What follows belongs to an exercise in optimizing a design on an open flow for small area and few clock cycles per item; a production flow would make more cautious choices.
Only simulation tests tie the RTL to the original design; equivalence was not proved.
Power and IR drop assume default switching activity.

`flow/run.sh`:
```
#!/bin/bash
# synth_recipe.tcl (not shown) runs the flow's synth.tcl, then flattens the netlist and writes it again
# the make line also repeats each setting of config.mk as NAME=value (left out here)
make -C /OpenROAD-flow-scripts/flow DESIGN_CONFIG=/design/flow/config.mk WORK_HOME=/design/flow/orfs CLKGATE_MAP_FILE= SYNTH_SCRIPT=/design/flow/synth_recipe.tcl finish
```
`flow/config.mk`:
```
export PLATFORM = sky130hd
export DESIGN_NAME = pid_regulator_deadband_clamp
export DESIGN_NICKNAME = pid_regulator_deadband_clamp
export VERILOG_FILES = /design/flow/design.v
export SDC_FILE = /design/flow/constraint.sdc
export NUM_CORES = 4
export LEC_CHECK = 0
export CAP_MARGIN = 20
export CORE_MARGIN = 2
export CORE_UTILIZATION = 40
export SLEW_MARGIN = 20
```
`flow/constraint.sdc`:
```
create_clock -name core_clock -period 10.0 [get_ports {clk}]
set_input_delay 2.0000 -clock core_clock [delete_from_list [all_inputs] [get_ports {clk}]]
set_output_delay 2.0000 -clock core_clock [all_outputs]
set_load 0.01 [all_outputs]
```
`flow/design.v`:
```
package prdc_pkg;
  localparam int DATA_W     = 16;
  localparam int GAIN_W     = 16;
  localparam int LIMIT_W    = 15;
  localparam int ERR_W      = 17;
  localparam int DIFF_W     = 18;
  localparam int CFG_IDX_W  = 3;
  localparam int CFG_DATA_W = 16;
  typedef enum logic [CFG_IDX_W-1:0] {
    CFG_GAIN_P       = 3'd0,
    CFG_GAIN_I       = 3'd1,
    CFG_GAIN_D       = 3'd2,
    CFG_POLARITY     = 3'd3,
    CFG_DEADBAND     = 3'd4,
    CFG_OUTPUT_LIMIT = 3'd5
  } prdc_cfg_idx_t;
  localparam logic signed [1:0] POL_PASS   = 2'sb01;
  localparam logic signed [1:0] POL_INVERT = 2'sb11;
  localparam logic [LIMIT_W-1:0] LIMIT_RESET = 15'h7FFF;
  typedef struct packed {
    logic signed [DATA_W-1:0] measured;
    logic signed [DATA_W-1:0] setpoint;
  } prdc_in_t;
  typedef struct packed {
    logic signed [DATA_W-1:0] drive;
    logic                     clamped;
  } prdc_out_t;
  typedef struct packed {
    logic signed [GAIN_W-1:0] gain_p;
    logic signed [GAIN_W-1:0] gain_i;
    logic signed [GAIN_W-1:0] gain_d;
    logic signed [1:0]        polarity;
    logic [LIMIT_W-1:0]       deadband;
    logic [LIMIT_W-1:0]       output_limit;
  } prdc_cfg_t;
endpackage
module prdc_cfg_regs (
  input  logic                                clk,
  input  logic                                rst,
  input  logic                                cfg_we,
  input  logic [prdc_pkg::CFG_IDX_W-1:0]      cfg_index,
  input  logic [prdc_pkg::CFG_DATA_W-1:0]     cfg_data,
  output prdc_pkg::prdc_cfg_t                 cfg
);
  always_ff @(posedge clk) begin
    if (rst) begin
      cfg.gain_p       <= '0;
      cfg.gain_i       <= '0;
      cfg.gain_d       <= '0;
      cfg.polarity     <= '0;
      cfg.deadband     <= '0;
      cfg.output_limit <= prdc_pkg::LIMIT_RESET;
    end else if (cfg_we) begin
      case (cfg_index)
        prdc_pkg::CFG_GAIN_P:       cfg.gain_p       <= cfg_data;
        prdc_pkg::CFG_GAIN_I:       cfg.gain_i       <= cfg_data;
        prdc_pkg::CFG_GAIN_D:       cfg.gain_d       <= cfg_data;
        prdc_pkg::CFG_POLARITY:     cfg.polarity     <= cfg_data[1:0];
        prdc_pkg::CFG_DEADBAND:     cfg.deadband     <= cfg_data[prdc_pkg::LIMIT_W-1:0];
        prdc_pkg::CFG_OUTPUT_LIMIT: cfg.output_limit <= cfg_data[prdc_pkg::LIMIT_W-1:0];
        default: begin
        end
      endcase
    end
  end
endmodule
module prdc_error_stage #(
  parameter int SUM_WIDTH = 32
) (
  input  logic                                   clk,
  input  logic                                   rst,
  input  logic                                   in_valid,
  output logic                                   in_ready,
  input  logic signed [prdc_pkg::DATA_W-1:0]     measured,
  input  logic signed [prdc_pkg::DATA_W-1:0]     setpoint,
  input  logic [prdc_pkg::LIMIT_W-1:0]           deadband,
  output logic                                   out_valid,
  input  logic                                   out_ready,
  output logic signed [prdc_pkg::ERR_W-1:0]      err,
  output logic signed [prdc_pkg::DIFF_W-1:0]     diff,
  output logic signed [SUM_WIDTH-1:0]            sum
);
  localparam int EW = prdc_pkg::ERR_W;
  localparam int DW = prdc_pkg::DATA_W;
  logic signed [EW-1:0]        last_error;
  logic signed [SUM_WIDTH-1:0] error_sum;
  logic signed [prdc_pkg::DIFF_W-1:0] diff_q;
  logic                        valid_q;
  logic [DW:0]                 mag;
  logic signed [DW-1:0]        meas_eff;
  logic signed [EW-1:0]        err_next;
  logic signed [prdc_pkg::DIFF_W-1:0] diff_next;
  logic signed [SUM_WIDTH:0]   sum_wide;
  logic signed [SUM_WIDTH-1:0] sum_next;
  logic                        take;
  assign in_ready  = !valid_q || out_ready;
  assign take      = in_valid && in_ready;
  assign out_valid = valid_q;
  always_comb begin
    mag      = measured[DW-1] ? ((DW+1)'(0) - {1'b1, measured}) : {1'b0, measured};
    meas_eff = (mag < {{(DW+1-prdc_pkg::LIMIT_W){1'b0}}, deadband}) ? '0 : measured;
  end
  always_comb begin
    err_next  = {setpoint[DW-1], setpoint} - {meas_eff[DW-1], meas_eff};
    diff_next = {err_next[EW-1], err_next} - {last_error[EW-1], last_error};
  end
  always_comb begin
    sum_wide = {error_sum[SUM_WIDTH-1], error_sum}
             + {{(SUM_WIDTH+1-EW){err_next[EW-1]}}, err_next};
    if (sum_wide[SUM_WIDTH] != sum_wide[SUM_WIDTH-1]) begin
      sum_next = sum_wide[SUM_WIDTH] ? {1'b1, {(SUM_WIDTH-1){1'b0}}}
                                     : {1'b0, {(SUM_WIDTH-1){1'b1}}};
    end else begin
      sum_next = sum_wide[SUM_WIDTH-1:0];
    end
  end
  always_ff @(posedge clk) begin
    if (rst) begin
      valid_q    <= 1'b0;
      last_error <= '0;
      error_sum  <= '0;
    end else begin
      if (in_ready) begin
        valid_q <= in_valid;
      end
      if (take) begin
        last_error <= err_next;
        error_sum  <= sum_next;
      end
    end
  end
  always_ff @(posedge clk) begin
    if (take) begin
      diff_q <= diff_next;
    end
  end
  assign err  = last_error;
  assign sum  = error_sum;
  assign diff = diff_q;
endmodule
module prdc_product_stage #(
  parameter int SUM_WIDTH = 32
) (
  input  logic                                                   clk,
  input  logic                                                   rst,
  input  logic                                                   in_valid,
  output logic                                                   in_ready,
  input  logic signed [prdc_pkg::ERR_W-1:0]                      err,
  input  logic signed [prdc_pkg::DIFF_W-1:0]                     diff,
  input  logic signed [SUM_WIDTH-1:0]                            sum,
  input  prdc_pkg::prdc_cfg_t                                    cfg,
  output logic                                                   out_valid,
  input  logic                                                   out_ready,
  output logic signed [prdc_pkg::GAIN_W+prdc_pkg::ERR_W-1:0]     prod_p,
  output logic signed [prdc_pkg::GAIN_W+SUM_WIDTH-1:0]           prod_i,
  output logic signed [prdc_pkg::GAIN_W+prdc_pkg::DIFF_W-1:0]    prod_d
);
  localparam int PW = prdc_pkg::GAIN_W + prdc_pkg::ERR_W;
  localparam int IW = prdc_pkg::GAIN_W + SUM_WIDTH;
  localparam int DW = prdc_pkg::GAIN_W + prdc_pkg::DIFF_W;
  logic valid_q;
  logic take;
  assign in_ready  = !valid_q || out_ready;
  assign take      = in_valid && in_ready;
  assign out_valid = valid_q;
  always_ff @(posedge clk) begin
    if (rst) begin
      valid_q <= 1'b0;
    end else if (in_ready) begin
      valid_q <= in_valid;
    end
  end
  always_ff @(posedge clk) begin
    if (take) begin
      prod_p <= PW'(cfg.gain_p) * PW'(err);
      prod_i <= IW'(cfg.gain_i) * IW'(sum);
      prod_d <= DW'(cfg.gain_d) * DW'(diff);
    end
  end
endmodule
module prdc_output_stage #(
  parameter int SUM_WIDTH      = 32,
  parameter int GAIN_FRAC_BITS = 8
) (
  input  logic                                                   clk,
  input  logic                                                   rst,
  input  logic                                                   in_valid,
  output logic                                                   in_ready,
  input  logic signed [prdc_pkg::GAIN_W+prdc_pkg::ERR_W-1:0]     prod_p,
  input  logic signed [prdc_pkg::GAIN_W+SUM_WIDTH-1:0]           prod_i,
  input  logic signed [prdc_pkg::GAIN_W+prdc_pkg::DIFF_W-1:0]    prod_d,
  input  prdc_pkg::prdc_cfg_t                                    cfg,
  output logic                                                   out_valid,
  input  logic                                                   out_ready,
  output prdc_pkg::prdc_out_t                                    out_data
);
  localparam int ACC_W = SUM_WIDTH + prdc_pkg::GAIN_W + 3;
  localparam logic signed [ACC_W-1:0] ROUND_ADJ = ACC_W'((64'd1 << GAIN_FRAC_BITS) - 64'd1);
  logic                    valid_q;
  logic                    take;
  logic signed [ACC_W-1:0] acc;
  logic signed [ACC_W-1:0] acc_pol;
  logic signed [ACC_W-1:0] bound;
  logic signed [ACC_W-1:0] held;
  logic signed [ACC_W-1:0] adj;
  logic signed [ACC_W-1:0] shifted;
  logic                    clamped_next;
  assign in_ready  = !valid_q || out_ready;
  assign take      = in_valid && in_ready;
  assign out_valid = valid_q;
  always_comb begin
    acc = ACC_W'(prod_p) + ACC_W'(prod_i) + ACC_W'(prod_d);
    case (cfg.polarity)
      prdc_pkg::POL_PASS:   acc_pol = acc;
      prdc_pkg::POL_INVERT: acc_pol = -acc;
      default:              acc_pol = '0;
    endcase
  end
  always_comb begin
    bound = $signed({{(ACC_W-prdc_pkg::LIMIT_W){1'b0}}, cfg.output_limit}) <<< GAIN_FRAC_BITS;
    clamped_next = 1'b0;
    held         = acc_pol;
    if (acc_pol > bound) begin
      held         = bound;
      clamped_next = 1'b1;
    end else if (acc_pol < -bound) begin
      held         = -bound;
      clamped_next = 1'b1;
    end
    adj     = held[ACC_W-1] ? (held + ROUND_ADJ) : held;
    shifted = adj >>> GAIN_FRAC_BITS;
  end
  always_ff @(posedge clk) begin
    if (rst) begin
      valid_q <= 1'b0;
    end else if (in_ready) begin
      valid_q <= in_valid;
    end
  end
  always_ff @(posedge clk) begin
    if (take) begin
      out_data.drive   <= shifted[prdc_pkg::DATA_W-1:0];
      out_data.clamped <= clamped_next;
    end
  end
endmodule
module pid_regulator_deadband_clamp #(
  parameter int GAIN_FRAC_BITS = 8,
  parameter int SUM_WIDTH      = 32
) (
  input  logic                                clk,
  input  logic                                rst,
  input  logic                                cfg_we,
  input  logic [prdc_pkg::CFG_IDX_W-1:0]      cfg_index,
  input  logic [prdc_pkg::CFG_DATA_W-1:0]     cfg_data,
  input  logic                                in_valid,
  output logic                                in_stall,
  input  logic [2*prdc_pkg::DATA_W-1:0]       in_data,
  output logic                                out_valid,
  input  logic                                out_stall,
  output logic [prdc_pkg::DATA_W:0]           out_data
);
  prdc_pkg::prdc_in_t  in_pkt;
  prdc_pkg::prdc_out_t out_pkt;
  assign in_pkt   = in_data;
  assign out_data = out_pkt;
  prdc_pkg::prdc_cfg_t cfg;
  prdc_pkg::prdc_in_t  in_q;
  logic                in_q_valid;
  logic                in_ready;
  logic                                              err_ready;
  logic                                              err_valid;
  logic signed [prdc_pkg::ERR_W-1:0]                 err;
  logic signed [prdc_pkg::DIFF_W-1:0]                diff;
  logic signed [SUM_WIDTH-1:0]                       sum;
  logic                                              prod_ready;
  logic                                              prod_valid;
  logic signed [prdc_pkg::GAIN_W+prdc_pkg::ERR_W-1:0]  prod_p;
  logic signed [prdc_pkg::GAIN_W+SUM_WIDTH-1:0]        prod_i;
  logic signed [prdc_pkg::GAIN_W+prdc_pkg::DIFF_W-1:0] prod_d;
  logic                                              res_ready;
  prdc_cfg_regs u_cfg (
    .clk       (clk),
    .rst       (rst),
    .cfg_we    (cfg_we),
    .cfg_index (cfg_index),
    .cfg_data  (cfg_data),
    .cfg       (cfg)
  );
  assign in_ready = !in_q_valid || err_ready;
  assign in_stall = !in_ready;
  always_ff @(posedge clk) begin
    if (rst) begin
      in_q_valid <= 1'b0;
    end else if (in_ready) begin
      in_q_valid <= in_valid;
    end
  end
  always_ff @(posedge clk) begin
    if (in_valid && in_ready) begin
      in_q <= in_pkt;
    end
  end
  prdc_error_stage #(
    .SUM_WIDTH (SUM_WIDTH)
  ) u_error (
    .clk       (clk),
    .rst       (rst),
    .in_valid  (in_q_valid),
    .in_ready  (err_ready),
    .measured  (in_q.measured),
    .setpoint  (in_q.setpoint),
    .deadband  (cfg.deadband),
    .out_valid (err_valid),
    .out_ready (prod_ready),
    .err       (err),
    .diff      (diff),
    .sum       (sum)
  );
  prdc_product_stage #(
    .SUM_WIDTH (SUM_WIDTH)
  ) u_product (
    .clk       (clk),
    .rst       (rst),
    .in_valid  (err_valid),
    .in_ready  (prod_ready),
    .err       (err),
    .diff      (diff),
    .sum       (sum),
    .cfg       (cfg),
    .out_valid (prod_valid),
    .out_ready (res_ready),
    .prod_p    (prod_p),
    .prod_i    (prod_i),
    .prod_d    (prod_d)
  );
  prdc_output_stage #(
    .SUM_WIDTH      (SUM_WIDTH),
    .GAIN_FRAC_BITS (GAIN_FRAC_BITS)
  ) u_output (
    .clk       (clk),
    .rst       (rst),
    .in_valid  (prod_valid),
    .in_ready  (res_ready),
    .prod_p    (prod_p),
    .prod_i    (prod_i),
    .prod_d    (prod_d),
    .cfg       (cfg),
    .out_valid (out_valid),
    .out_ready (!out_stall),
    .out_data  (out_pkt)
  );
endmodule
```
==> impl_metrics.csv <==
group,metric,value,unit
timing,fmax,0.106,GHz
finish,areaGrowthSynthToFinish,7.50,%
global_route,antenna_found_initial,8,
timing,grt_setup_unrepaired,"no",
synthesis,synth.net_count,8318,
drt,drtAntennaViolNets,0,
min_path,min_delay_path_depth,2,
clock_tree,cts_tree,"yes",
timing,final-setup-viol-count,0,
clock_tree,clk_pin_slew,0.06,ns
floorplan,start_util,0.403,
synthesis,yosys_warnings,5,
critical_path,r2r-start,"u_product.prod_i[1]$_DFFE_PP_",
timing,fin_crit,9.45,ns
finish,fin_nets,8272,
synthesis,yosysMostFrequentCell,"inv_1",
timing,fin_skew,0.0426,ns
drt,post_drt_wl_per_cell,19.7,microns
floorplan,die_h,392,microns
synthesis,synth_top_area_frac,0.367,
floorplan,io_pins,75,
global_route,grt_pass1_vias,47600,
critical_path,cp_common_cell,"a21o_1",
pwr,p_leak,27.9,nW
min_path,holdCritStartpoint,"u_error.last_error[9]$_SDFFE_PP0P_",
finish,drive_gt1_frac,0.0340,
pwr,switching_share,0.452,
pwr,power_frac_seq,0.280,
synthesis,yosys.area.top_type,"fa_1",
global_route,busiest_layer,"met2",
timing,slew-limit-headroom,0.240,
synthesis,synth_area,0.0602,sq mm
critical_path,critical_path_class,"reg -> reg",
clock_tree,htreeDepth,2,
drt,routed_via_density,5.20,
critical_path,worstSetupEndpointType,"flop",
clock_tree,cts_inserted_buffers,40,
pwr,p_int,3.51,mW
placed_design,dpl.hpwl,137,mm
synthesis,ys_types,92,
clock_tree,clk_latency,0.64,ns
global_route,use_met2,0.374,
critical_path,regToRegEndpoint,"u_output.out_data[8]$_DFFE_PP_",
drt,remaining_drc_errors,0,
pwr,power,6.41,mW
synthesis,synth_edf_count,182,
timing,min_period_over_period,0.945,
timing,finalHoldViolations,0,
floorplan,design.core.area,0.150,sq mm
timing,final_max_slew_viol_count,0,
drt,dr.pass1.iters,5,
min_path,holdPathEnd,"u_error.last_error[9]$_SDFFE_PP0P_",
finish,fin_area,0.0647,sq mm
global_route,use_met3,0.0429,
drt,vias,45200,
floorplan,die_w,392,microns
synthesis,ys_seq_area_frac,0.135,
drt,drtIter0Drc,3351,
critical_path,start_kind,"flop",
pwr,p_per_area,99.0,mW/mm^2
placed_design,io_buffers,74,
clock_tree,clk_path_buf_depth,3,
critical_path,cp.required,10.36,ns
min_path,hp-class,"reg -> reg",
pwr,irDropWorstVdd,102,uV
run_status,status,"no timing/DRC/antenna violations",
critical_path,reg2regPathDepth,36,
synthesis,ys_seq_elements,315,
critical_path,cp-startpoint,"u_product.prod_i[1]$_DFFE_PP_",
global_route,grt_pass1_wl,274,mm
finish,final_cells,8689,
critical_path,slowest_delay,0.60,ns
global_route,grtUsageMet1,0.311,
flow_run,maxCapViolations,0,
clock_tree,clock-sinks,315,
global_route,grt_max_degree,75,
synthesis,synthCells,6686,
synthesis,async_reset_ff_frac,0,
floorplan,dieArea,0.154,sq mm
critical_path,worstPathArrival,9.81,ns
floorplan,rows,142,
global_route,grt.overflow.total,0,
global_route,grt_usage,0.229,
timing,tns,0,ns
synthesis,synth_common_cells,"inv_1 (1247), fa_1 (1104), nand2_1 (988), ha_1 (472), and2_1 (420)",
synthesis,synthFlopType,"edfxtp_1",
synthesis,syn_area_per_cell,9.01,sq um
drt,drt_wl_total,171,mm
critical_path,crit_slowest_cell,"or4_1",
placed_design,post-place-cells,8610,
critical_path,r2r_slack,0.55,ns
pwr,clockPowerShare,0.250,
synthesis,yosys-top-cells-area,"fa_1 (37%), ha_1 (9.8%), edfxtp_1 (9.1%)",
placed_design,placed_cell_area,0.0632,sq mm
critical_path,cp_max_fo,13,
pwr,combPwrFrac,0.471,
clock_tree,cts_root_buf,"clkbuf_16",
timing,worst_slew_pin_slew,1.13,ns
pwr,netSwitchingPower,2.90,mW
placed_design,gp_congestion,0.910,
## placed cells by master, fill, tap and decap left out, drive strengths merged, types with 16 or more instances in the layout
master and n:
a31oi 26, xnor2 187, fa 1104, buf 99, or3 32, nand2b 84, o21bai 44, a21o 75
nor2 247, nand2 989, o21a 49, o21ai 157, clkbuf 45, xor2 77, o211ai 21, a211oi 55
nand3b 20, nor2b 29, a21oi 302, edfxtp 182, dfxtp 133, and2 420, clkdlybuf4s50 73, mux2i 22
nor3 73, ha 472, o31ai 28, nand3 62, clkinv 16, nand4 35, and3 31, nor4 18
inv 1251
## logic make-up (layout without fill, tap and decap cells)
group | after synthesis | after routing | share of synthesized area
adder cells (fa/ha/maj) | 1576 | 1576 | 0.465
multiplexers | 24 | 24 | 0.00403
AND/OR/NAND/NOR | 2100 | 2100 | 0.167
XOR/XNOR | 264 | 264 | 0.0384
buffers and inverters | 1509 | 1495 | 0.0943
AO/OA/AOI/OAI | 898 | 898 | 0.0967
other | 0 | 1 | 0
flip-flops | 315 | 315 | 0.135
## power by group through the flow
stage	sequential (mW)	clock, mW	combinational, mW
after floorplan	1.62	0	2.02
after global placement	1.81	0	2.90
after detailed placement	1.82	0	2.93
after CTS	1.79	1.63	2.95
after global routing	1.80	1.68	3.33
final	1.79	1.60	3.02
## worst max-delay path by stage
stage / to / slack [ns]
2_1_floorplan: u_error.error_sum[10]$_SDFFE_PP0P_ / 1.38
3_3_place_gp: u_error.error_sum[28]$_SDFFE_PP0P_ / 0.61
3_5_place_dp: u_output.out_data[8]$_DFFE_PP_ / 0.58
4_1_cts: u_error.error_sum[7]$_SDFFE_PP0P_ / 0.52
5_1_grt: u_output.out_data[8]$_DFFE_PP_ / 0.005
6_report: u_output.out_data[8]$_DFFE_PP_ / 0.55
## metrics by stage
step	utilization	hold slack (ns)	setup WS [ns]
after floorplan	-	0.436	1.38
after global placement	0.423	0.444	0.612
after detailed placement	0.423	0.447	0.584
after CTS	0.432	0.455	0.521
after global routing	0.433	0.469	0.00534
final	0.433	0.455	0.545
## layout make-up
| cell class | instances | area [sq um] |
|---|---|---|
| Antenna cell | 1 | 2.50 |
| Clock buffer | 45 | 1030 |
| Clock inverter | 29 | 400 |
| Fill cell | 14700 | 84900 |
| Inverter | 1249 | 4690 |
| Multi-Input combinational cell | 4862 | 46500 |
| Sequential cell | 315 | 8130 |
| Tap cell | 2016 | 2520 |
| Timing Repair Buffer | 172 | 1480 |
## per-layer routing
| layer | vias to the layer above | part of all wire |
|---|---|---|
| met5 | - | 0.000070 |
| met3 | 243 | 0.072 |
| met4 | 2 | 0.030 |
| met1 | 22700 | 0.44 |
| li1 | 21000 | - |
| met2 | 1270 | 0.46 |
## what timing repair did
action,4_1_cts,5_1_grt
resized for setup,0,14
buffers inserted,0,4
setup endpoints to repair,0,32
hold buffers,0,0
## critical path, delay by kind of cell, from the launching register on
kind / cells / cell delay [ns]
compound gates: 13 / 3.05
xor+xnor: 1 / 0.18
fa+ha+maj: 4 / 1.33
buf+inv: 3 / 0.22
flops: 1 / 0.36
mux: 2 / 0.66
simple gates: 13 / 3.37
## flip-flops by register name, summed over array words and instances (netlist names)
signal and cells:
in_q 32, in_q_valid 1, u_cfg.cfg 80, u_error.diff_q 18, u_error.error_sum 32, u_error.last_error 17
u_error.valid_q 1, u_output.out_data 17, u_output.valid_q 1, u_product.prod_d 34, u_product.prod_i 48, u_product.prod_p 33
u_product.valid_q 1
Testbench counts, summed over its fixed seeds: cycles 16,708, items 16,384.

-- re-timing with driven ports --
In the flow no input, the clock included, has a driving cell. The finished layout below was timed again as built, in two steps.
Step 1 sets driving cells, clkbuf_16 on the clock port and buf_2 on the other inputs (assumed; they add their load-dependent delay and slew).
Step 2 times the ports against the registers' clock, not the clock port: input delays grow and output delays shrink by t, the midpoint of the rising clock arrivals with the driver on.
Slacks: ideal ports / drivers / drivers and shift; pairs: ideal ports / drivers.
shift t [ns]: 0.691
slack for setup (ns): 0.545 / 0.545 / 0.545
worst hold slack (ns): 0.455 / 0.455 / 0.455
After both steps setup and hold are still met in this run. For this run, drivers alone change the setup slack by 0.000 ns; drivers and shift together by 0.000 ns.
